Source: an optimization exercise on an open RTL-to-GDS flow (aim: small area). Production flows keep margins and buffers that such runs may drop.
The RTL was checked by simulation tests, not by an equivalence proof against the original design.
Power figures rest on the tool's default switching activity, not on a simulated workload.

--- flow/design.v ---
package image_pkg;
  localparam int unsigned IMG_WIDTH  = 30;
  localparam int unsigned IMG_HEIGHT = 30;
  localparam int unsigned TOTAL_BITS = 904;
  localparam int unsigned BYTE_W     = 8;
  localparam int unsigned NUM_BYTES  = TOTAL_BITS / BYTE_W;
  typedef enum logic [1:0] {
    StIdle,
    StStream,
    StCsum,
    StDone
  } rb_state_e;
endpackage
module irs_hold (
  input  logic ld,
  input  logic ld_n,
  input  logic d,
  input  logic q,
  output logic y
);
  assign y = (ld & d) | (ld_n & q);
endmodule
module irs_pick3 (
  input  logic [2:0] sel,
  input  logic [2:0] d,
  output logic       y_n
);
  assign y_n = ~((sel[0] & d[0]) | (sel[1] & d[1]) | (sel[2] & d[2]));
endmodule
module irs_pick2 (
  input  logic [1:0] sel,
  input  logic [1:0] d,
  output logic       y_n
);
  assign y_n = ~((sel[0] & d[0]) | (sel[1] & d[1]));
endmodule
module irs_merge #(
  parameter int unsigned N = 38
) (
  input  logic [N-1:0] y_n,
  output logic         y
);
  assign y = ~&y_n;
endmodule
module irs_sel (
  input  logic lo_n,
  input  logic hi_n,
  output logic sel
);
  assign sel = ~(lo_n | hi_n);
endmodule
module irs_predec #(
  parameter int unsigned IDX_W = 7,
  parameter int unsigned NHI   = 15
) (
  input  logic             en,
  input  logic [IDX_W-1:0] idx,
  output logic [7:0]       lo_n,
  output logic [NHI-1:0]   hi_n
);
  always_comb begin
    for (int i = 0; i < 8; i++) lo_n[i] = !(en && (idx[2:0] == 3'(i)));
    for (int j = 0; j < NHI; j++) hi_n[j] = !(idx[IDX_W-1:3] == (IDX_W-3)'(j));
  end
endmodule
module image_readback_streamer #(
  parameter int unsigned TOTAL_BITS = image_pkg::TOTAL_BITS
) (
  input  logic                                 clk,
  input  logic                                 rst_n,
  input  logic                                 start_i,
  input  logic                                 abort_i,
  input  logic                                 img_valid_i,
  input  logic [TOTAL_BITS-1:0]                img_in_i,
  output logic [7:0]                           tx_data_o,
  output logic                                 tx_valid_o,
  input  logic                                 tx_ready_i,
  output logic                                 busy_o,
  output logic                                 done_o,
  output logic                                 err_not_ready_o,
  output logic [$clog2(TOTAL_BITS/8+1)-1:0]    byte_idx_o
);
  localparam int unsigned NUM_BYTES = TOTAL_BITS / 8;
  localparam int unsigned IDX_W     = $clog2(NUM_BYTES + 1);
  localparam int unsigned NHI       = (NUM_BYTES + 7) / 8;
  localparam int unsigned NNXT      = NUM_BYTES - 1;
  localparam int unsigned NGRP3     = NNXT / 3;
  localparam int unsigned NREM      = NNXT - 3 * NGRP3;         
  localparam int unsigned NGRP      = NGRP3 + (NREM != 0 ? 1 : 0);
  localparam int unsigned SNAP_W    = TOTAL_BITS - 8;          
  logic                  stream_q;    
  logic                  done_q;      
  logic [IDX_W-1:0]      idx_q;
  logic                  err_q;
  logic [7:0]            data_q;      
  logic [SNAP_W-1:0]     shadow_q, shadow_d;
  logic                  last_byte;
  logic                  go;          
  logic [7:0]            nxt;         
  assign last_byte = (idx_q == IDX_W'(NUM_BYTES - 1));
  assign go        = !stream_q && !done_q && start_i && img_valid_i;
  always_ff @(posedge clk or negedge rst_n) begin
    if (!rst_n) begin
      stream_q <= 1'b0;
      done_q   <= 1'b0;
      idx_q    <= '0;
      err_q    <= 1'b0;
      data_q   <= '0;
    end else begin
      err_q  <= !abort_i && !stream_q && !done_q && start_i && !img_valid_i;
      done_q <= !abort_i && stream_q && tx_ready_i && last_byte;
      if (abort_i) begin
        stream_q <= 1'b0;
        idx_q    <= '0;
        data_q   <= '0;
      end else if (stream_q) begin
        if (tx_ready_i) begin
          data_q <= nxt;
          if (last_byte) begin
            stream_q <= 1'b0;
            idx_q    <= '0;
          end else begin
            idx_q <= idx_q + IDX_W'(1);
          end
        end
      end else if (go) begin
        stream_q <= 1'b1;
        data_q   <= img_in_i[7:0];
      end else begin
        data_q   <= '0;
      end
    end
  end
  for (genvar i = 0; i < SNAP_W; i++) begin : g_hold
    irs_hold u_hold (.ld(!stream_q), .ld_n(stream_q), .d(img_in_i[8 + i]), .q(shadow_q[i]),
                     .y(shadow_d[i]));
  end
  always_ff @(posedge clk) begin
    shadow_q <= shadow_d;
  end
  logic [7:0]           lo_n;
  logic [NHI-1:0]       hi_n;
  logic [NNXT-1:0]      sel;
  irs_predec #(.IDX_W(IDX_W), .NHI(NHI)) u_predec (
    .en(stream_q), .idx(idx_q), .lo_n(lo_n), .hi_n(hi_n)
  );
  for (genvar k = 0; k < NNXT; k++) begin : g_sel
    irs_sel u_sel (.lo_n(lo_n[k % 8]), .hi_n(hi_n[k / 8]), .sel(sel[k]));
  end
  for (genvar b = 0; b < 8; b++) begin : g_bit
    logic [NNXT-1:0] d;
    logic [NGRP-1:0] y_n;
    for (genvar k = 0; k < NNXT; k++) begin : g_d
      assign d[k] = shadow_q[8*k + b];
    end
    for (genvar g = 0; g < NGRP3; g++) begin : g_grp
      irs_pick3 u_pick (.sel(sel[3*g +: 3]), .d(d[3*g +: 3]), .y_n(y_n[g]));
    end
    if (NREM == 2) begin : g_rem2
      irs_pick2 u_pick (.sel(sel[3*NGRP3 +: 2]), .d(d[3*NGRP3 +: 2]), .y_n(y_n[NGRP3]));
    end else if (NREM == 1) begin : g_rem1
      assign y_n[NGRP3] = !(sel[3*NGRP3] && d[3*NGRP3]);
    end
    irs_merge #(.N(NGRP)) u_merge (.y_n(y_n), .y(nxt[b]));
  end
  assign tx_data_o       = data_q;
  assign tx_valid_o      = stream_q;
  assign busy_o          = stream_q;
  assign done_o          = done_q;
  assign byte_idx_o      = idx_q;
  assign err_not_ready_o = err_q;
endmodule
--- flow/flow/run.sh ---
#!/bin/bash
# Own layout flow: the standard flow (standard synthesis unchanged), with the port buffers
# made of the smallest buffer and a clock tree of smaller buffers without dummy loads.
set -euo pipefail
export BUFFER_PORTS_ARGS="-buffer_cell sky130_fd_sc_hd__buf_1"
export CTS_ARGS="-sink_clustering_enable -repair_clock_nets -dont_use_dummy_load -sink_clustering_size 14 -sink_clustering_max_diameter 40 -buf_list {sky130_fd_sc_hd__clkbuf_8}"
bash standard.sh synth > synth.log 2>&1
bash standard.sh finish > layout.log 2>&1
--- flow/standard.sh ---
#!/bin/bash
# synth_recipe.tcl (not shown) runs the flow's synth.tcl, then flattens the netlist and writes it again
# the make line also repeats each setting of config.mk as NAME=value (left out here)
make -C /OpenROAD-flow-scripts/flow DESIGN_CONFIG=/design/flow/config.mk WORK_HOME=/design/flow/orfs CLKGATE_MAP_FILE= SYNTH_SCRIPT=/design/flow/synth_recipe.tcl "${@:-finish}"
--- flow/config.mk ---
export PLATFORM = sky130hd
export DESIGN_NAME = image_readback_streamer
export DESIGN_NICKNAME = image_readback_streamer
export VERILOG_FILES = /design/flow/design.v
export SDC_FILE = /design/flow/constraint.sdc
export NUM_CORES = 4
export LEC_CHECK = 0
export CAP_MARGIN = 20
export CORE_AREA = 2.76 2.72 467.1 122.4
export DIE_AREA = 0 0 470 125
export PLACE_DENSITY = 0.75
export SLEW_MARGIN = 20
export SYNTH_HIERARCHICAL = 1
export SYNTH_MINIMUM_KEEP_SIZE = 0
--- flow/constraint.sdc ---
create_clock -name core_clock -period 5.0 [get_ports {clk}]
set_input_delay 1.0000 -clock core_clock [delete_from_list [all_inputs] [get_ports {clk}]]
set_output_delay 1.0000 -clock core_clock [all_outputs]
set_load 0.01 [all_outputs]
==> summary.md, run 1 <==
| Metric | Value |
|---|---|
| Synth Cell Area | `~31,000 um2` |
| Final instance area | `between 30,000 and 40,000 um2` |
| CTS tree | `built` |
| Crit path DAT | `slightly below 5000 ps` |
| Gpl congestion | `about 0.93` |
| Fin crit period | `4340 ps` |
| Slew HR | `19.1%` |
| Clock slew at reported path FFs | `100 ps` |
| PostCTS Resize Cnt | `0` |
| Required time of the critical path | `5550 ps` |
| RSZ-0062 raised after global routing | `false` |
| Cts bufs inserted | `75` |
| Core area | `approximately 56,000 um2` |
| Max Cap Viol | `0` |
| Initial antenna violation count | `18` |
| Final Total Pwr | `13.6 mW` |
| Tcrit/Tclk final | `just under 90%` |
| Tot GR Track Use | `38.8%` |
| Min-delay worst type | `in2async` |
| Final nets | `4,388` |
| Final Hold Viols | `0` |
| Post-place setup slack | `937 ps` |
| I/O Buffers | `928` |
| Largest net degree at the start of global routing | `roughly 250` |
| Row count | `44` |
| Die H | `between 100 and 150 um` |
| Maximum VDD drop | `around 0.19 mV` |
| CTS Sinks | `914` |
| WL per Instance | `28.2 um` |
| Yosys warning total | `8` |
| Area Overhead vs Synth | `18.8%` |
| PnR worst setup slack | `665 ps` |
| Post-route insts no fill | `roughly 4,300` |
| Die width | `roughly 470 um` |
| Vias in the first global route | `between 20,000 and 30,000` |
| DP Wirelength | `about 87,000 um` |
| H-tree depth | `3` |
| Pwr Density | `between 300 and 400 nW/um2` |
| Drt total wl | `120,000 um` |
| Total number of vias | `29,300` |
| Fmax | `0.231 GHz` |
| Final Skew | `41.1 ps` |
| Root Driver | `clkbuf_8` |
| Starting Density | `56.0%` |
| Aggregate global routing overflow | `0` |
| Die area | `58,800 um2` |
| Worst Path Class, Setup | `reg2reg` |
| Via density | `6.90` |
| Status | `no timing/DRC/antenna violations` |
| # DRC | `0` |
| Setup bufs post-CTS | `0` |
| Syn Inst Count | `2,446` |
| CP max FO | `20` |
| Net Count, Synth | `around 3,400` |
| Leak | `13.9 nW` |
| Setup-failing EPs final | `0` |
| I/O pins | `about 930` |
| Dpl cell area | `~36,000 um2` |
| Actual slew at the worst max-slew pin | `about 1200 ps` |
| Iteration-0 DRC Markers | `5,363` |
| Share of cells above drive strength 1 | `3.83%` |
| Avg Cell Area, Syn | `12.7 um2` |
| Remaining antenna violation count | `0` |
| Setup crit end kind | `flop` |
| CP Launch Type | `flop` |
| Pre-Repair DR Iteration Count | `10` |
| Clock latency (worst-skew pair) | `about 700 ps` |
| Slew Limit Fails | `0` |
| First-pass GRT wire length | `173,000 um` |
| Inst Count DP | `4,157` |
| Hold_buf cts | `0` |
| Clock buffer depth | `3` |
[state kept, by name (all words and copies together) (netlist names)]
name,flops
stream_q,1
err_q,1
shadow_q,896
idx_q,7
done_q,1
data_q,8
[stage by stage]
step	hold WS (ps)	TNS (ps)	utilization (%)
floorplan	438	-8684770	-
global placement	450	0	64.5
detailed placement	452	0	64.5
CTS	451	0	66.4
global route	239	0	66.5
finish	247	0	66.5
[critical path, stage by stage (launching register included)]
cell      delay, ps
dfrtp_1         700
or4b_1          560
nor2_1          400
a222oi_1        870
nand4_1         260
nor4_1          560
buf_4           250
nand3_1          80
mux2_2          280
a22oi_1         130
nor2_1           60
[power by group]
part	switching [mW]	internal [mW]
combinational	0.664	0.750
clock	2.40	1.35
sequential	0.459	8.02
total	3.52	10.1
[worst paths after layout]
| path | cells after the start | from | end | slack (ps) |
|---|---|---|---|---|
| min in group core_clock | 1 | shadow_q[479]$_DFF_P_ | shadow_q[479]$_DFF_P_ | 470 |
| worst max-delay path | 10 | idx_q[4]$_DFFE_PN0P_ | data_q[6]$_DFFE_PN0P_ | 660 |
| worst min register to register | 1 | shadow_q[479]$_DFF_P_ | shadow_q[479]$_DFF_P_ | 470 |
| max in group asynchronous | 1 | rst_n | stream_q$_DFF_PN0_ | 4360 |
| worst max register to register | 10 | idx_q[4]$_DFFE_PN0P_ | data_q[6]$_DFFE_PN0P_ | 660 |
| worst min-delay path | 1 | rst_n | idx_q[0]$_DFFE_PN0P_ | 250 |
[routing by layer]
metal / global-route usage [%] / vias up / wire [um]
met5: 0 / - / 0
met4: 13.2 / 0 / 3810
met3: 9.59 / 239 / 13800
met2: 57.0 / 1789 / 51400
met1: 55.9 / 14500 / 51000
li1: - / 12800 / -
[placed cells by master, fill, tap and decap left out, types with 2 or more instances in the layout]
| master | n |
|---|---|
| buf_4 | 30 |
| inv_1 | 5 |
| dfrtp_1 | 17 |
| or4_1 | 2 |
| a22oi_1 | 8 |
| nor4_1 | 17 |
| a22o_1 | 896 |
| mux2_2 | 8 |
| buf_12 | 8 |
| clkbuf_8 | 75 |
| nor4bb_1 | 2 |
| a222oi_1 | 296 |
| diode_2 | 18 |
| and4_1 | 2 |
| dfxtp_1 | 896 |
| nand4_1 | 73 |
| ha_1 | 2 |
| o21ai_0 | 4 |
| buf_1 | 927 |
| nor2_1 | 129 |
| nand3_1 | 12 |
| nand2_1 | 20 |
| nand4bb_1 | 6 |
| nand4b_1 | 6 |
| o31ai_1 | 2 |
| nand4bb_2 | 4 |
| or4b_1 | 5 |
| a21oi_1 | 6 |
[area by class of cell]
cell class | instances | area (um2)
Antenna cell | 18 | 45.0
Multi-Input combinational cell | 1513 | 12600
Tap cell | 759 | 950
Inverter | 6 | 26.3
Fill cell | 4495 | 18600
Timing Repair Buffer | 966 | 3870
Clock buffer | 75 | 1030
Sequential cell | 914 | 18400
==> inputs of run 2 (changes only) <==
--- a/flow/config.mk
+++ b/flow/config.mk
@@ -6,9 +6,9 @@
 export NUM_CORES = 4
 export LEC_CHECK = 0
-export CAP_MARGIN = 20
+export CAP_MARGIN = 5
 export CORE_AREA = 2.76 2.72 467.1 122.4
 export DIE_AREA = 0 0 470 125
 export PLACE_DENSITY = 0.75
-export SLEW_MARGIN = 20
+export SLEW_MARGIN = 5
 export SYNTH_HIERARCHICAL = 1
 export SYNTH_MINIMUM_KEEP_SIZE = 0
==> run 2 against run 1 <==
Compared with the run above:
- still clean
- routed wire length up 0.11%
- non-clock buffer count unchanged
- global-route usage up 0.18 points
- first-iteration DRC count up 5.7%
- combinational power about the same
- clock power about the same
- power about the same
- register-to-register slack worse by 50 ps
- sequential share of layout area about the same
- worst setup slack worse by 48 ps
- hold slack better by 210 ps
- maximum frequency down 1.1%
- largest cell class unchanged
- largest power group unchanged
- highest routed layer unchanged
==> summary.md, run 2 <==
| Metric | Value |
|---|---|
| WL per Instance | `28.3 um (+0.11%)` |
| Min-delay worst type | `in2async` |
| Worst Hold Slack | `459 ps (+212 ps)` |
| Die H | `125 um (unchanged)` |
| Slew HR | `17.0% (-2.2 points)` |
| Syn Inst Count | `2,446 (unchanged)` |
| DP Wirelength | `87,300 um (about the same)` |
| Cts bufs inserted | `75 (unchanged)` |
| Net Count, Synth | `3,358 (unchanged)` |
| Avg Cell Area, Syn | `12.7 um2 (unchanged)` |
| Gpl congestion | `0.934 (unchanged)` |
| Share of cells above drive strength 1 | `3.77% (-0.058 points)` |
| CP Launch Point | `idx_q[3]$_DFFE_PN0P_` |
| PostCTS Resize Cnt | `0 (unchanged)` |
| Core area | `55,500 um2 (unchanged)` |
| CP Cell Sequence | `or4_1 > nor2_1 > a222oi_1 > nand4_1 > nor4_1 > buf_4 > nand3_1 > mux2_2 > a22oi_1 > nor2_1` |
| Area Overhead vs Synth | `18.7% (about the same)` |
| Clk network pwr share | `27.4% (about the same)` |
| Via density | `6.91 (+0.12%)` |
| Internal Power | `10.1 mW (about the same)` |
| Largest net degree at the start of global routing | `252 (unchanged)` |
| Crit path to | `data_q[6]$_DFFE_PN0P_` |
| Setup-failing EPs final | `0 (unchanged)` |
| Clock latency (worst-skew pair) | `740 ps (+40 ps)` |
| PnR worst setup slack | `617 ps (-47.9 ps)` |
| Fillers | `4,507 (+0.27%)` |
| Actual slew at the worst max-slew pin | `1250 ps (+32.5 ps)` |
| Metal2 WL | `51,800 um (+0.75%)` |
| Largest regs | `shadow_q (896), data_q (8), idx_q (7)` |
| Clock slew at reported path FFs | `110 ps (about the same)` |
| Sequential cell area | `18,400 um2 (unchanged)` |
| Required time of the critical path | `5580 ps (+30 ps)` |
| Vias in the first global route | `27,100 (-0.018%)` |
| Root Driver | `clkbuf_8` |
| CTS Sinks | `914 (unchanged)` |
| Row count | `44 (unchanged)` |
| Slowest Stage Delay on Critical Path | `900 ps (+30 ps)` |
| Pwr Density | `369 nW/um2 (about the same)` |
| Final Skew | `66.4 ps (+25.3 ps)` |
| Leak | `13.9 nW (about the same)` |
| Synth Cell Area | `31,100 um2 (unchanged)` |
| Max Cap Viol | `0 (unchanged)` |
| Die width | `470 um (unchanged)` |
| CTS tree | `built` |
| Final nets | `4,388 (unchanged)` |
| Fin crit period | `4380 ps (+47.9 ps)` |
| Setup bufs post-CTS | `0 (unchanged)` |
| Most frequent CP cell | `nor2_1` |
| Most frequent cells in the layout | `buf_1, a22o_1, dfxtp_1` |
| WL met1 | `50,700 um (-0.61%)` |
| Post-place setup slack | `913 ps (-23.5 ps)` |
| Gate power share | `10.4% (about the same)` |
| H-tree depth | `3 (unchanged)` |
| RSZ-0062 raised after global routing | `false` |
| CP Launch Type | `flop` |
| Reg with most FFs | `shadow_q` |
| Tcrit/Tclk final | `87.7% (+0.96 points)` |
| Starting Density | `56.0% (unchanged)` |
| Fmax | `0.228 GHz (-1.1%)` |
| Worst reg2reg path endpoint | `data_q[6]$_DFFE_PN0P_` |
| Yosys warning total | `8 (unchanged)` |
| Most common cell after layout, fill and taps aside | `buf_1` |
| I/O pins | `929 (unchanged)` |
| # DRC | `0 (unchanged)` |
| Max reg flops | `896 (unchanged)` |
| Clock buffer depth | `3 (unchanged)` |
| Switching Fraction | `25.8% (-0.041 points)` |
| CP max FO | `20 (unchanged)` |
| Remaining antenna violation count | `0 (unchanged)` |
| R2r setup slk | `620 ps (-50 ps)` |
| First-pass GRT wire length | `174,000 um (+0.63%)` |
| Total number of vias | `29,400 (+0.12%)` |
| R2R depth | `10 (unchanged)` |
| Initial antenna violation count | `15 (-3)` |
| Maximum VDD drop | `0.208 mV (+11%)` |
| Die area | `58,800 um2 (unchanged)` |
| I/O Buffers | `928 (unchanged)` |
| Drt total wl | `120,000 um (+0.11%)` |
| Worst Path Class, Setup | `reg2reg` |
| Top sig layer | `met4` |
| Setup crit end kind | `flop` |
| Status | `no timing/DRC/antenna violations` |
| Pre-Repair DR Iteration Count | `10 (unchanged)` |
| Final Hold Viols | `0 (unchanged)` |
| Final Total Pwr | `13.6 mW (about the same)` |
| Aggregate global routing overflow | `0 (unchanged)` |
| Tot GR Track Use | `39.0% (+0.18 points)` |
| Slew Limit Fails | `0 (unchanged)` |
| DR WL met3 | `14,100 um (+2.5%)` |
| Max stage delay cell, worst path | `a222oi_1` |
| Multi-input gate area | `12,600 um2 (about the same)` |
| Psw | `3.51 mW (-0.24%)` |
| Hold_buf cts | `0 (unchanged)` |
| Sequential share of power | `62.2% (about the same)` |
| Iteration-0 DRC Markers | `5,667 (+5.7%)` |
| Crit path DAT | `4960 ps (+80 ps)` |
| FF-to-FF Start | `idx_q[3]$_DFFE_PN0P_` |
[run 2: stage by stage]
stage | setup TNS [ps] | std cells | instance area, um2 | utilization (%)
floorplan | -8684770 | 2446 | 31100 | -
global placement | 0 | 4157 | 35800 | 64.5
detailed placement | 0 | 4157 | 35800 | 64.5
CTS | 0 | 4232 | 36900 | 66.4
global route | 0 | 4248 | 36900 | 66.5
finish | 0 | 4251 | 36900 | 66.5
[run 2: layout make-up]
class | instances | share of cell area, %
Antenna cell | 18 | 0.122
Clock buffer | 75 | 2.80
Inverter | 6 | 0.0712
Multi-Input combinational cell | 1513 | 34.2
Sequential cell | 914 | 49.8
Tap cell | 759 | 2.57
Timing Repair Buffer | 966 | 10.5
[run 2: power by group through the flow]
stage	Combinational, mW	Sequential (mW)	Clock [mW]
after detailed placement	1.38	8.61	0
after global routing	1.52	8.54	4.04
after CTS	1.39	8.45	3.73
final	1.41	8.48	3.73
after global placement	1.35	8.60	0
after floorplan	0.999	8.54	0
[run 2: how the worst min path moves through the flow]
stage,start,end,slack (ps),cells after the start
floorplan,shadow_q[0]$_DFF_P_,shadow_q[0]$_DFF_P_,440,1
global placement,shadow_q[223]$_DFF_P_,shadow_q[223]$_DFF_P_,450,1
detailed placement,shadow_q[36]$_DFF_P_,shadow_q[36]$_DFF_P_,450,1
CTS,rst_n,stream_q$_DFF_PN0_,440,1
global route,img_in_i[311],shadow_q[303]$_DFF_P_,460,2
finish,rst_n,stream_q$_DFF_PN0_,460,1
[run 2: worst max-delay path, delay by kind of cell (launching register included)]
kind            cells  cell delay, ps
compound gates      2            1030
buf+inv             1             250
flops               1             720
mux                 1             280
simple gates        6            1920
[run 2: layer usage]
metal / track usage (%) / up-vias
li1: - / 12800
met5: 0 / -
met2: 57.3 / 1872
met3: 9.73 / 245
met1: 56.6 / 14500
met4: 12.1 / 0
==> inputs of run 3 (changes only) <==
==> flow/flow/run.sh (replaced) <==
#!/bin/bash
# Own layout flow: the standard flow (standard synthesis unchanged), with the port buffers
# made of the smallest buffer and a clock tree of smaller buffers without dummy loads.
set -euo pipefail
export BUFFER_PORTS_ARGS="-buffer_cell sky130_fd_sc_hd__buf_1"
export CTS_ARGS="-sink_clustering_enable -repair_clock_nets -dont_use_dummy_load -sink_clustering_size 24 -sink_clustering_max_diameter 50 -buf_list {sky130_fd_sc_hd__clkbuf_16}"
bash standard.sh synth > synth.log 2>&1
bash standard.sh finish > layout.log 2>&1
--- a/flow/config.mk
+++ b/flow/config.mk
@@ -6,9 +6,9 @@
 export NUM_CORES = 4
 export LEC_CHECK = 0
-export CAP_MARGIN = 5
+export CAP_MARGIN = 20
 export CORE_AREA = 2.76 2.72 467.1 122.4
 export DIE_AREA = 0 0 470 125
 export PLACE_DENSITY = 0.75
-export SLEW_MARGIN = 5
+export SLEW_MARGIN = 20
 export SYNTH_HIERARCHICAL = 1
 export SYNTH_MINIMUM_KEEP_SIZE = 0
==> run 3 against run 2 <==
Compared with the run above:
- sequential share of layout area fell by 0.12 points
- worst setup slack got worse by 32 ps
- via count fell by 0.77%
- critical endpoint unchanged
- largest cell class unchanged
- largest power group unchanged
==> summary.md, run 3 <==
| Metric | Value |
|---|---|
| # DRC | `0 (unchanged)` |
| Largest regs | `shadow_q (896), data_q (8), idx_q (7)` |
| CP Launch Type | `flop` |
| Reg with most FFs | `shadow_q` |
| Most common cell after layout, fill and taps aside | `buf_1` |
| Setup crit end kind | `flop` |
| Starting Density | `56.0% (unchanged)` |
| Aggregate global routing overflow | `0 (unchanged)` |
| CP Cell Sequence | `or4_1 > nor2_1 > a222oi_1 > nand4_1 > nor4_1 > buf_4 > nand3_1 > mux2_2 > a22oi_1 > nor2_1` |
| Clock slew at reported path FFs | `110 ps (about the same)` |
| Max reg flops | `896 (unchanged)` |
| DP Wirelength | `87,300 um (about the same)` |
| CTS Sinks | `914 (unchanged)` |
| Root Driver | `clkbuf_16` |
| Tcrit/Tclk final | `88.3% (+0.65 points)` |
| Iteration-0 DRC Markers | `5,340 (-5.8%)` |
| Most frequent cells in the layout | `buf_1, a22o_1, dfxtp_1` |
| Dpl cell area | `35,800 um2 (about the same)` |
| Via density | `6.90 (about the same)` |
| Worst Path Class, Setup | `reg2reg` |
| First-pass GRT wire length | `171,000 um (-1.5%)` |
| Hold_buf cts | `0 (unchanged)` |
| Fin crit period | `4420 ps (+32.5 ps)` |
| Min-delay worst type | `in2async` |
| Share of cells above drive strength 1 | `2.96% (-0.81 points)` |
| Core area | `55,500 um2 (unchanged)` |
| Yosys warning total | `8 (unchanged)` |
| CP top delay family | `simple AND/OR/NAND/NOR gates` |
| Leak | `13.9 nW (about the same)` |
| CP bufs+invs | `1 (unchanged)` |
| Area Overhead vs Synth | `19.0%` |
| Avg Cell Area, Syn | `12.7 um2 (unchanged)` |
| Final instance area | `37,000 um2 (+0.23%)` |
| Largest net degree at the start of global routing | `252 (unchanged)` |
| Die area | `58,800 um2 (unchanged)` |
| Final Total Pwr | `13.8 mW (+1.1%)` |
| Slew HR | `21.8% (+4.9 points)` |
| Slowest Stage Delay on Critical Path | `950 ps (+50 ps)` |
| Synth Cell Area | `31,100 um2 (unchanged)` |
| Initial antenna violation count | `15 (unchanged)` |
| Die width | `470 um (unchanged)` |
| Drt total wl | `119,000 um (-0.66%)` |
| CP max FO | `20 (unchanged)` |
| R2r setup slk | `580 ps (-30 ps)` |
| Syn Inst Count | `2,446 (unchanged)` |
| Most frequent CP cell | `nor2_1` |
| Net Count, Synth | `3,358 (unchanged)` |
| Cts bufs inserted | `44 (-41%)` |
| Final nets | `4,357 (-0.71%)` |
| CTS tree | `built` |
| Total number of vias | `29,100 (-0.77%)` |
| Actual slew at the worst max-slew pin | `1170 ps (-73.3 ps)` |
| Maximum VDD drop | `0.250 mV (+20%)` |
| Die H | `125 um (unchanged)` |
| Tot GR Track Use | `38.3% (-0.72 points)` |
| Clock latency (worst-skew pair) | `640 ps (-100 ps)` |
| Final Skew | `66.7 ps (+0.311 ps)` |
| PostCTS Resize Cnt | `0 (unchanged)` |
| Max stage delay cell, worst path | `a222oi_1` |
| WL per Instance | `28.3 um (about the same)` |
| Vias in the first global route | `26,900 (-0.76%)` |
| Remaining antenna violation count | `0 (unchanged)` |
| I/O pins | `929 (unchanged)` |
| Required time of the critical path | `5460 ps (-120 ps)` |
| Pre-Repair DR Iteration Count | `14 (+4)` |
| Slew Limit Fails | `0 (unchanged)` |
| I/O Buffers | `928 (unchanged)` |
| Worst Hold Slack | `320 ps (-139 ps)` |
| Crit path DAT | `4870 ps (-90 ps)` |
| Fmax | `0.226 GHz (-0.74%)` |
| Row count | `44 (unchanged)` |
| Status | `no timing/DRC/antenna violations` |
| Setup TNS | `0 ps (unchanged)` |
| Max Cap Viol | `0 (unchanged)` |
| Setup-failing EPs final | `0 (unchanged)` |
| H-tree depth | `2 (-1)` |
| Final Hold Viols | `0 (unchanged)` |
| Clock buffer depth | `3 (unchanged)` |
| Setup bufs post-CTS | `0 (unchanged)` |
| RSZ-0062 raised after global routing | `false` |
| Gpl congestion | `0.934 (unchanged)` |
| Pwr Density | `372 nW/um2 (+0.88%)` |
==> run 3: cell count changes in the layout (fill, tap and decap cells not counted), sizes merged <==
| cell | before | now |
|---|---|---|
| clkbuf | 75 | 45 |
| diode | 18 | 20 |
| buf | 966 | 965 |
==> run 3: path summary, 6_finish.rpt <==
| kind | startpoint | to | cells past startpoint |
|---|---|---|---|
| worst max-delay path | idx_q[3]$_DFFE_PN0P_ | data_q[6]$_DFFE_PN0P_ | 10 |
| worst min-delay path | rst_n | stream_q$_DFF_PN0_ | 1 |
| min in group core_clock | shadow_q[178]$_DFF_P_ | shadow_q[178]$_DFF_P_ | 1 |
| worst max register to register | idx_q[3]$_DFFE_PN0P_ | data_q[6]$_DFFE_PN0P_ | 10 |
| worst min register to register | shadow_q[178]$_DFF_P_ | shadow_q[178]$_DFF_P_ | 1 |
| max in group asynchronous | rst_n | stream_q$_DFF_PN0_ | 1 |
==> run 3: where the power goes <==
group	internal, mW	switching, mW
Combinational	0.750	0.665
Sequential	8.02	0.461
Clock	1.58	2.30
Total	10.3	3.43
==> run 3: final cells by class <==
class                   count  area (um2)
well taps                 759         950
fillers                  4445       18500
inverters                   6        26.3
repair buffers            966        3870
clock buffers              44        1100
flip-flops and latches    914       18400
diodes                     20        50.0
multi-input cells        1513       12600
==> run 3: per-layer routing <==
layer  vias up  share of wire [%]  GRT usage, %
met5         -                  0             0
met4         0                2.9          11.3
met3       234                 11          7.96
met2      1768                 44          57.5
met1     14400                 43          55.7
li1      12700                  -             -
==> run 3: worst register-to-register path: cells and delay by family (launching register included) <==
| kind | cells | cell delay, ps |
|---|---|---|
| and+or+nand+nor | 6 | 1940 |
| AOI/OAI and AO/OA | 2 | 1090 |
| DFF | 1 | 690 |
| muxes | 1 | 280 |
| buffers and inverters | 1 | 240 |
==> run 3: metrics by stage <==
step / setup slack (ps) / instances / util, %
detailed placement: 937 / 4157 / 64.5
global route: 572 / 4217 / 66.6
floorplan: -9650 / 2446 / -
finish: 585 / 4222 / 66.6
global placement: 975 / 4157 / 64.5
CTS: 877 / 4201 / 66.5
==> inputs of run 4 (changes only) <==
==> flow/flow/run.sh (replaced) <==
#!/bin/bash
# Own layout flow: the standard flow (standard synthesis unchanged), with the port buffers
# made of the smallest buffer and a clock tree of smaller buffers without dummy loads.
set -euo pipefail
export BUFFER_PORTS_ARGS="-buffer_cell sky130_fd_sc_hd__buf_1"
export CTS_ARGS="-sink_clustering_enable -repair_clock_nets -dont_use_dummy_load -sink_clustering_size 8 -sink_clustering_max_diameter 25 -buf_list {sky130_fd_sc_hd__clkbuf_4}"
bash standard.sh synth > synth.log 2>&1
bash standard.sh finish > layout.log 2>&1
==> run 4 against run 3 <==
Compared with the run above:
- design area decreased by 0.25%
- via count grew 2.2%
- power down 1.0%
- clock skew fell by 19 ps
- worst setup slack better by 180 ps
- non-clock buffer count is the same
- sequential share of layout area rose by 0.12 points
- synthesized area unchanged
- flip-flop and latch count stayed put
- sequential power about the same
- largest cell class unchanged
==> summary.md, run 4 <==
| Metric | Value |
|---|---|
| Fillers | `4,494 (+1.1%)` |
| Critical Path Stages | `10 (unchanged)` |
| Cts bufs inserted | `133 (+200%)` |
| Actual slew at the worst max-slew pin | `1150 ps (-21.1 ps)` |
| First-pass GRT wire length | `174,000 um (+1.7%)` |
| CP bufs+invs | `1 (unchanged)` |
| Psw | `3.64 mW (+6.3%)` |
| Starting Density | `56.0% (unchanged)` |
| DP Wirelength | `87,300 um (unchanged)` |
| Root Driver | `clkbuf_4` |
| Slowest Stage Delay on Critical Path | `840 ps (-110 ps)` |
| CP Cell Sequence | `or4b_1 > nor2_1 > a222oi_1 > nand4_1 > nor4_1 > buf_4 > nand3_1 > mux2_2 > a22oi_1 > nor2_1` |
| CP top delay family | `simple AND/OR/NAND/NOR gates` |
| I/O Buffers | `928 (unchanged)` |
| Clock latency (worst-skew pair) | `940 ps (+300 ps)` |
| Required time of the critical path | `5790 ps (+330 ps)` |
| Crit path DAT | `5030 ps (+160 ps)` |
| Total number of vias | `29,800 (+2.2%)` |
| Remaining antenna violation count | `0 (unchanged)` |
| RSZ-0062 raised after global routing | `false` |
| Clock buffer depth | `3 (unchanged)` |
| Gate power share | `10.4% (about the same)` |
| Hold_buf cts | `0 (unchanged)` |
| Sequential share of power | `62.2% (+0.7 points)` |
| Yosys warning total | `8 (unchanged)` |
| # DRC | `0 (unchanged)` |
| Setup TNS | `0 ps (unchanged)` |
| Initial antenna violation count | `20 (+5)` |
| Post-place setup slack | `937 ps (unchanged)` |
| Iteration-0 DRC Markers | `5,625 (+5.3%)` |
| Min-delay worst type | `in2async` |
| Synth Cell Area | `31,100 um2 (unchanged)` |
| Most common cell after layout, fill and taps aside | `buf_1` |
| Tcrit/Tclk final | `84.7% (-3.7 points)` |
| Pwr Density | `369 nW/um2 (-0.76%)` |
| WL per Instance | `28.1 um (-0.71%)` |
| Core area | `55,500 um2 (unchanged)` |
| Final instance area | `36,900 um2 (-0.25%)` |
| Net Count, Synth | `3,358 (unchanged)` |
| Aggregate global routing overflow | `0 (unchanged)` |
| Reg with most FFs | `shadow_q` |
| Multi-input gate area | `12,600 um2 (unchanged)` |
| FF-to-FF Start | `idx_q[4]$_DFFE_PN0P_` |
| Worst reg2reg path endpoint | `data_q[6]$_DFFE_PN0P_` |
| Row count | `44 (unchanged)` |
| Worst Path Class, Setup | `reg2reg` |
| Switching Fraction | `26.7% (+1.8 points)` |
| Final nets | `4,446 (+2.0%)` |
| Tot GR Track Use | `39.2% (+0.92 points)` |
| CTS tree | `built` |
| Max stage delay cell, worst path | `a222oi_1` |
| Largest regs | `shadow_q (896), data_q (8), idx_q (7)` |
| Clock slew at reported path FFs | `100 ps (about the same)` |
| Avg Cell Area, Syn | `12.7 um2 (unchanged)` |
| Final Skew | `48.1 ps (-18.6 ps)` |
| Area Overhead vs Synth | `18.7%` |
| H-tree depth | `4 (+2)` |
| Final Total Pwr | `13.6 mW (-1.0%)` |
| Most frequent CP cell | `nor2_1` |
| PostCTS Resize Cnt | `0 (unchanged)` |
| Die H | `125 um (unchanged)` |
| Die width | `470 um (unchanged)` |
| Maximum VDD drop | `0.191 mV (-24%)` |
| Setup-failing EPs final | `0 (unchanged)` |
| Fmax | `0.236 GHz (+4.3%)` |
| CP Launch Point | `idx_q[4]$_DFFE_PN0P_` |
| Clk network pwr share | `27.5% (-0.7 points)` |
| CTS Sinks | `914 (unchanged)` |
| Crit path to | `data_q[6]$_DFFE_PN0P_` |
| Max Cap Viol | `0 (unchanged)` |
| Die area | `58,800 um2 (unchanged)` |
| Setup crit end kind | `flop` |
| CP max FO | `20 (unchanged)` |
| I/O pins | `929 (unchanged)` |
| Gpl congestion | `0.934 (unchanged)` |
| Max reg flops | `896 (unchanged)` |
| Via density | `6.90 (about the same)` |
| Slew HR | `23.3% (+1.4 points)` |
| Dpl cell area | `35,800 um2 (unchanged)` |
| Most frequent cells in the layout | `buf_1, a22o_1, dfxtp_1` |
| Syn Inst Count | `2,446 (unchanged)` |
| Drt total wl | `121,000 um (+1.5%)` |
| Worst Hold Slack | `26.3 ps (-294 ps)` |
| Share of cells above drive strength 1 | `5.41% (+2.4 points)` |
| R2R depth | `10 (unchanged)` |
| Setup bufs post-CTS | `0 (unchanged)` |
| Fin crit period | `4230 ps (-183 ps)` |
| PnR worst setup slack | `767 ps (+183 ps)` |
| Final Hold Viols | `0 (unchanged)` |
| Internal Power | `9.99 mW (-3.4%)` |
| CP Launch Type | `flop` |
| Status | `no timing/DRC/antenna violations` |
| R2r setup slk | `770 ps (+180 ps)` |
| Slew Limit Fails | `0 (unchanged)` |
| Vias in the first global route | `27,500 (+2.1%)` |
| Leak | `14.0 nW (+0.50%)` |
| Sequential cell area | `18,400 um2 (unchanged)` |
| Pre-Repair DR Iteration Count | `10 (-4)` |
| Largest net degree at the start of global routing | `252 (unchanged)` |
## run 4: final cells by class
cell class	instances	share of cell area (%)
Inverter	6	0.0712
Antenna cell	24	0.163
Tap cell	759	2.57
Sequential cell	914	49.8
Multi-Input combinational cell	1513	34.2
Clock buffer	133	2.70
Timing Repair Buffer	966	10.5
## run 4: worst reg2reg max path, cell delays in order (launching register included)
cell,delay [ps]
dfrtp_1,700
or4b_1,540
nor2_1,410
a222oi_1,850
nand4_1,250
nor4_1,560
buf_4,250
nand3_1,80
mux2_2,280
a22oi_1,130
nor2_1,60
## run 4: how the worst min path moves through the flow
stage,from,endpoint,slack (ps),cells after the start
floorplan,shadow_q[0]$_DFF_P_,shadow_q[0]$_DFF_P_,440,1
global placement,shadow_q[223]$_DFF_P_,shadow_q[223]$_DFF_P_,450,1
detailed placement,shadow_q[596]$_DFF_P_,shadow_q[596]$_DFF_P_,450,1
CTS,img_in_i[748],shadow_q[740]$_DFF_P_,190,2
global route,rst_n,data_q[3]$_DFFE_PN0P_,10,1
finish,rst_n,data_q[7]$_DFFE_PN0P_,30,1
## run 4: power groups by stage
stage	Clock, mW	Combinational (mW)	Sequential (mW)
finish	3.75	1.41	8.48
global route	4.13	1.52	8.54
CTS	3.75	1.39	8.45
detailed placement	0	1.38	8.61
global placement	0	1.35	8.60
floorplan	0	0.999	8.54
## run 4: per-stage QoR
step	cells	utilization [%]
3_3_place_gp	4157	64.5
2_1_floorplan	2446	-
5_1_grt	4312	66.4
4_1_cts	4290	66.3
6_report	4315	66.5
3_5_place_dp	4157	64.5
## run 4: layer usage
metal	routed length [um]	track usage, %	part of all wire [%]
met1	50300	56.8	42
met2	52000	57.1	43
met3	15500	10.1	13
met4	3290	12.7	2.7
met5	0	0	0
==> inputs of run 5 (changes only) <==
--- a/flow/design.v
+++ b/flow/design.v
@@ -19,5 +19,5 @@
   output logic y
 );
-  assign y = (ld & d) | (ld_n & q);
+  assign y = ~((d | ld_n) & (q | ld));
 endmodule
 module irs_pick3 (
@@ -97,4 +97,6 @@
   logic                  last_byte;
   logic                  go;          
+  logic                  inv_q;       
+  logic [7:0]            pick;        
   logic [7:0]            nxt;         
   assign last_byte = (idx_q == IDX_W'(NUM_BYTES - 1));
@@ -116,10 +118,11 @@
       end else if (stream_q) begin
         if (tx_ready_i) begin
-          data_q <= nxt;
           if (last_byte) begin
             stream_q <= 1'b0;
             idx_q    <= '0;
+            data_q   <= '0;
           end else begin
-            idx_q <= idx_q + IDX_W'(1);
+            idx_q  <= idx_q + IDX_W'(1);
+            data_q <= nxt;
           end
         end
@@ -131,4 +134,7 @@
       end
     end
+  end
+  always_ff @(posedge clk) begin
+    inv_q <= stream_q ? !inv_q : 1'b1;
   end
   for (genvar i = 0; i < SNAP_W; i++) begin : g_hold
@@ -162,6 +168,7 @@
       assign y_n[NGRP3] = !(sel[3*NGRP3] && d[3*NGRP3]);
     end
-    irs_merge #(.N(NGRP)) u_merge (.y_n(y_n), .y(nxt[b]));
+    irs_merge #(.N(NGRP)) u_merge (.y_n(y_n), .y(pick[b]));
   end
+  assign nxt = pick ^ {8{inv_q}};
   assign tx_data_o       = data_q;
   assign tx_valid_o      = stream_q;
==> flow/flow/run.sh (replaced) <==
#!/bin/bash
# Own layout flow: the standard flow (standard synthesis unchanged), with the port buffers
# made of the smallest buffer and a clock tree of smaller buffers without dummy loads.
set -euo pipefail
export BUFFER_PORTS_ARGS="-buffer_cell sky130_fd_sc_hd__buf_1"
export CTS_ARGS="-sink_clustering_enable -repair_clock_nets -dont_use_dummy_load -sink_clustering_size 14 -sink_clustering_max_diameter 40 -buf_list {sky130_fd_sc_hd__clkbuf_8}"
bash standard.sh synth > synth.log 2>&1
bash standard.sh finish > layout.log 2>&1
==> run 5 against run 4 <==
Compared with the run above:
- hold slack better by 230 ps
- synthesized cell count up 0.37%
- routed wire length up 0.83%
- final cell count down 1.2%
- register-to-register slack worse by 410 ps
- largest power group unchanged
- maximum frequency down 8.7%
- worst setup slack worse by 410 ps
- non-clock buffer count down 1
- via count up 0.79%
- critical path type unchanged
- clock skew up 16 ps
==> summary.md, run 5 <==
| Metric | Value |
|---|---|
| Remaining antenna violation count | `0 (unchanged)` |
| FF-to-FF Start | `idx_q[6]$_DFFE_PN0P_` |
| First-pass GRT wire length | `175,000 um (+0.52%)` |
| Max stage delay cell, worst path | `nor4_1` |
| Area Overhead vs Synth | `20.2%` |
| Slew Limit Fails | `0 (unchanged)` |
| Fin crit period | `4640 ps (+405 ps)` |
| Setup bufs post-CTS | `0 (unchanged)` |
| Maximum VDD drop | `0.179 mV (-6.0%)` |
| Drt total wl | `122,000 um (+0.83%)` |
| R2r setup slk | `360 ps (-410 ps)` |
| CP Cell Sequence | `or4b_1 > nor2_1 > a222oi_1 > nand4_1 > nor4_1 > buf_4 > nand3_1 > xor2_1 > o211ai_1 > a21oi_1` |
| I/O pins | `929 (unchanged)` |
| Fmax | `0.216 GHz (-8.7%)` |
| Largest regs | `shadow_q (896), data_q (8), idx_q (7)` |
| Multi-input gate area | `10,400 um2 (-17%)` |
| Initial antenna violation count | `22 (+10%)` |
| Slowest Stage Delay on Critical Path | `1010 ps (+170 ps)` |
| Most frequent cells in the layout | `buf_1, dfxtp_1, o22ai_1` |
| CP top delay family | `simple AND/OR/NAND/NOR gates` |
| PostCTS Resize Cnt | `0 (unchanged)` |
| Reg with most FFs | `shadow_q` |
| Row count | `44 (unchanged)` |
| Fillers | `4,703 (+4.7%)` |
| Via density | `7.04 (+2.0%)` |
| Net Count, Synth | `3,367 (+0.27%)` |
| Tot GR Track Use | `39.3% (+0.12 points)` |
| Yosys warning total | `8 (unchanged)` |
| Avg Cell Area, Syn | `11.8 um2 (-7.4%)` |
| CP max FO | `18 (-10%)` |
| Starting Density | `52.0% (-4.0 points)` |
| Final Hold Viols | `0 (unchanged)` |
| Clock slew at reported path FFs | `100 ps (about the same)` |
| PnR worst setup slack | `362 ps (-405 ps)` |
| Synth Cell Area | `28,900 um2 (-7.1%)` |
| Min-delay worst type | `in2async` |
| Setup crit end kind | `flop` |
| Gpl congestion | `1.09 (+17%)` |
| Most common cell after layout, fill and taps aside | `buf_1` |
| Actual slew at the worst max-slew pin | `1350 ps (+195 ps)` |
| CP Launch Point | `idx_q[6]$_DFFE_PN0P_` |
| Total number of vias | `30,000 (+0.79%)` |
| Die width | `470 um (unchanged)` |
| Sequential cell area | `18,400 um2 (+0.11%)` |
| Worst Hold Slack | `256 ps (+230 ps)` |
| # DRC | `0 (unchanged)` |
| Slew HR | `10.3% (-13 points)` |
| Crit path to | `data_q[0]$_DFFE_PN0P_` |
| R2R depth | `10 (unchanged)` |
| Tcrit/Tclk final | `92.8% (+8.1 points)` |
| Worst Path Class, Setup | `reg2reg` |
| Pwr Density | `393 nW/um2 (+6.5%)` |
| Aggregate global routing overflow | `0 (unchanged)` |
| DP Wirelength | `90,400 um (+3.5%)` |
| Iteration-0 DRC Markers | `7,175 (+28%)` |
| Syn Inst Count | `2,455 (+0.37%)` |
| Status | `no timing/DRC/antenna violations` |
| CTS Sinks | `915 (+0.11%)` |
| Die area | `58,800 um2 (unchanged)` |
| Cts bufs inserted | `75 (-44%)` |
| Clock latency (worst-skew pair) | `710 ps (-230 ps)` |
| Hold_buf cts | `0 (unchanged)` |
| Leak | `12.0 nW (-14%)` |
| CP Launch Type | `flop` |
| WL per Instance | `28.7 um (+2.1%)` |
| CTS tree | `built` |
| Worst reg2reg path endpoint | `data_q[0]$_DFFE_PN0P_` |
| Die H | `125 um (unchanged)` |
| Largest net degree at the start of global routing | `275 (+9.1%)` |
| Max Cap Viol | `0 (unchanged)` |
| Setup-failing EPs final | `0 (unchanged)` |
| Post-place setup slack | `888 ps (-49.1 ps)` |
| Pre-Repair DR Iteration Count | `15 (+5)` |
| Final Skew | `64.4 ps (+16.2 ps)` |
| Core area | `55,500 um2 (unchanged)` |
| Vias in the first global route | `27,800 (+0.98%)` |
| RSZ-0062 raised after global routing | `false` |
| Final nets | `4,395 (-1.1%)` |
| CP bufs+invs | `1 (unchanged)` |
| H-tree depth | `3 (-1)` |
| Root Driver | `clkbuf_8` |
| Required time of the critical path | `5620 ps (-170 ps)` |
| Crit path DAT | `5260 ps (+230 ps)` |
| Share of cells above drive strength 1 | `3.53% (-1.9 points)` |
| Max reg flops | `896 (unchanged)` |
| Final Total Pwr | `13.7 mW (+0.20%)` |
| Critical Path Stages | `10 (unchanged)` |
| Clock buffer depth | `3 (unchanged)` |
| I/O Buffers | `928 (unchanged)` |
==> run 5: cell types whose count changed in the layout (fill, tap and decap cells not counted), moves of 8 or more <==
cell,previous run,this run
mux2_2,8,0
xor2_1,0,8
o22ai_1,0,896
a21oi_1,6,15
o211ai_1,0,9
a22o_1,896,0
clkbuf_4,133,0
nor2_1,129,121
clkbuf_8,0,75
==> run 5: final cells by class <==
class,instances,share of cell area (%)
Sequential cell,915,53.0
Multi-Input combinational cell,1521,30.0
Timing Repair Buffer,965,11.0
Clock buffer,75,2.97
Tap cell,759,2.73
Antenna cell,23,0.166
Inverter,5,0.0648
==> run 5: stage by stage <==
| step | util [%] | std cells | area, um2 | TNS (ps) |
|---|---|---|---|---|
| after global placement | 60.5 | 4164 | 33600 | 0 |
| after CTS | 62.4 | 4239 | 34600 | 0 |
| after floorplan | - | 2455 | 28900 | -8472330 |
| after detailed placement | 60.5 | 4164 | 33600 | 0 |
| after global routing | 62.5 | 4261 | 34700 | 0 |
| final | 62.5 | 4263 | 34700 | 0 |
==> run 5: how the worst min path moves through the flow <==
stage,startpoint,end,depth (start not counted)
after detailed placement,shadow_q[220]$_DFF_P_,shadow_q[220]$_DFF_P_,1
after floorplan,shadow_q[0]$_DFF_P_,shadow_q[0]$_DFF_P_,1
after global placement,shadow_q[162]$_DFF_P_,shadow_q[162]$_DFF_P_,1
final,rst_n,data_q[5]$_DFFE_PN0P_,1
after CTS,rst_n,data_q[5]$_DFFE_PN0P_,1
after global routing,rst_n,data_q[3]$_DFFE_PN0P_,1
==> run 5: per-layer routing <==
metal  vias up  share of wire [%]  global-route usage (%)
met3       446                 14                    13.7
met2      2286                 42                    56.7
met4         2                4.6                    16.3
li1      12900                  -                       -
met1     14400                 39                    53.9
met5         -             0.0090                       0
==> run 5: where the power goes <==
group / internal (mW) / switching, mW / leakage [nW] / total, mW
Clock: 1.35 / 2.39 / 0.539 / 3.73
Combinational: 0.605 / 0.681 / 3.60 / 1.29
Sequential: 8.07 / 0.577 / 7.81 / 8.64
==> run 5: worst register-to-register path, cell delays in order, from the launching register on <==
cell,delay (ps)
dfrtp_1,680
or4b_1,640
nor2_1,330
a222oi_1,740
nand4_1,320
nor4_1,1010
buf_4,270
nand3_1,90
xor2_1,200
o211ai_1,110
a21oi_1,180

[what the ideal ports hide]
How much do the figures lean on ideal ports? The routed layouts below were timed once more, with nothing changed but the port constraints.
Step 1: set_driving_cell puts a clkbuf_16 on clk and a buf_2 on each other input, an assumption about the parent block.
Step 2 moves the port delays by t, midway between the first and last clock arrival at a register: inputs arrive t later, outputs are due t later. That takes back most of the time a late clock gives input paths.
Slacks: no drivers / after step 1 / after step 2; pairs: no drivers / after step 1.
| run | shift t [ns] | slack for setup (ns) | hold slack, ns | latest minus earliest clock arrival (ns) |
|---|---|---|---|---|
| run 1 | 0.761 | 0.665 / 0.665 / 0.665 | 0.247 / 0.205 / 0.473 | 0.054 / 0.054 |
| run 2 | 0.776 | 0.617 / 0.617 / 0.617 | 0.459 / 0.426 / 0.466 | 0.066 / 0.067 |
| run 3 | 0.676 | 0.585 / 0.584 / 0.584 | 0.320 / 0.278 / 0.471 | 0.067 / 0.067 |
| run 4 | 0.994 | 0.767 / 0.767 / 0.767 | 0.026 / -0.012 / 0.475 | 0.058 / 0.058 |
| run 5 | 0.765 | 0.362 / 0.362 / 0.362 | 0.256 / 0.207 / 0.435 | 0.096 / 0.096 |
After both steps every run listed still meets setup and hold. The setup slack of run 3, which loses most, moves by -0.001 ns with the drivers and by -0.001 ns with both steps.
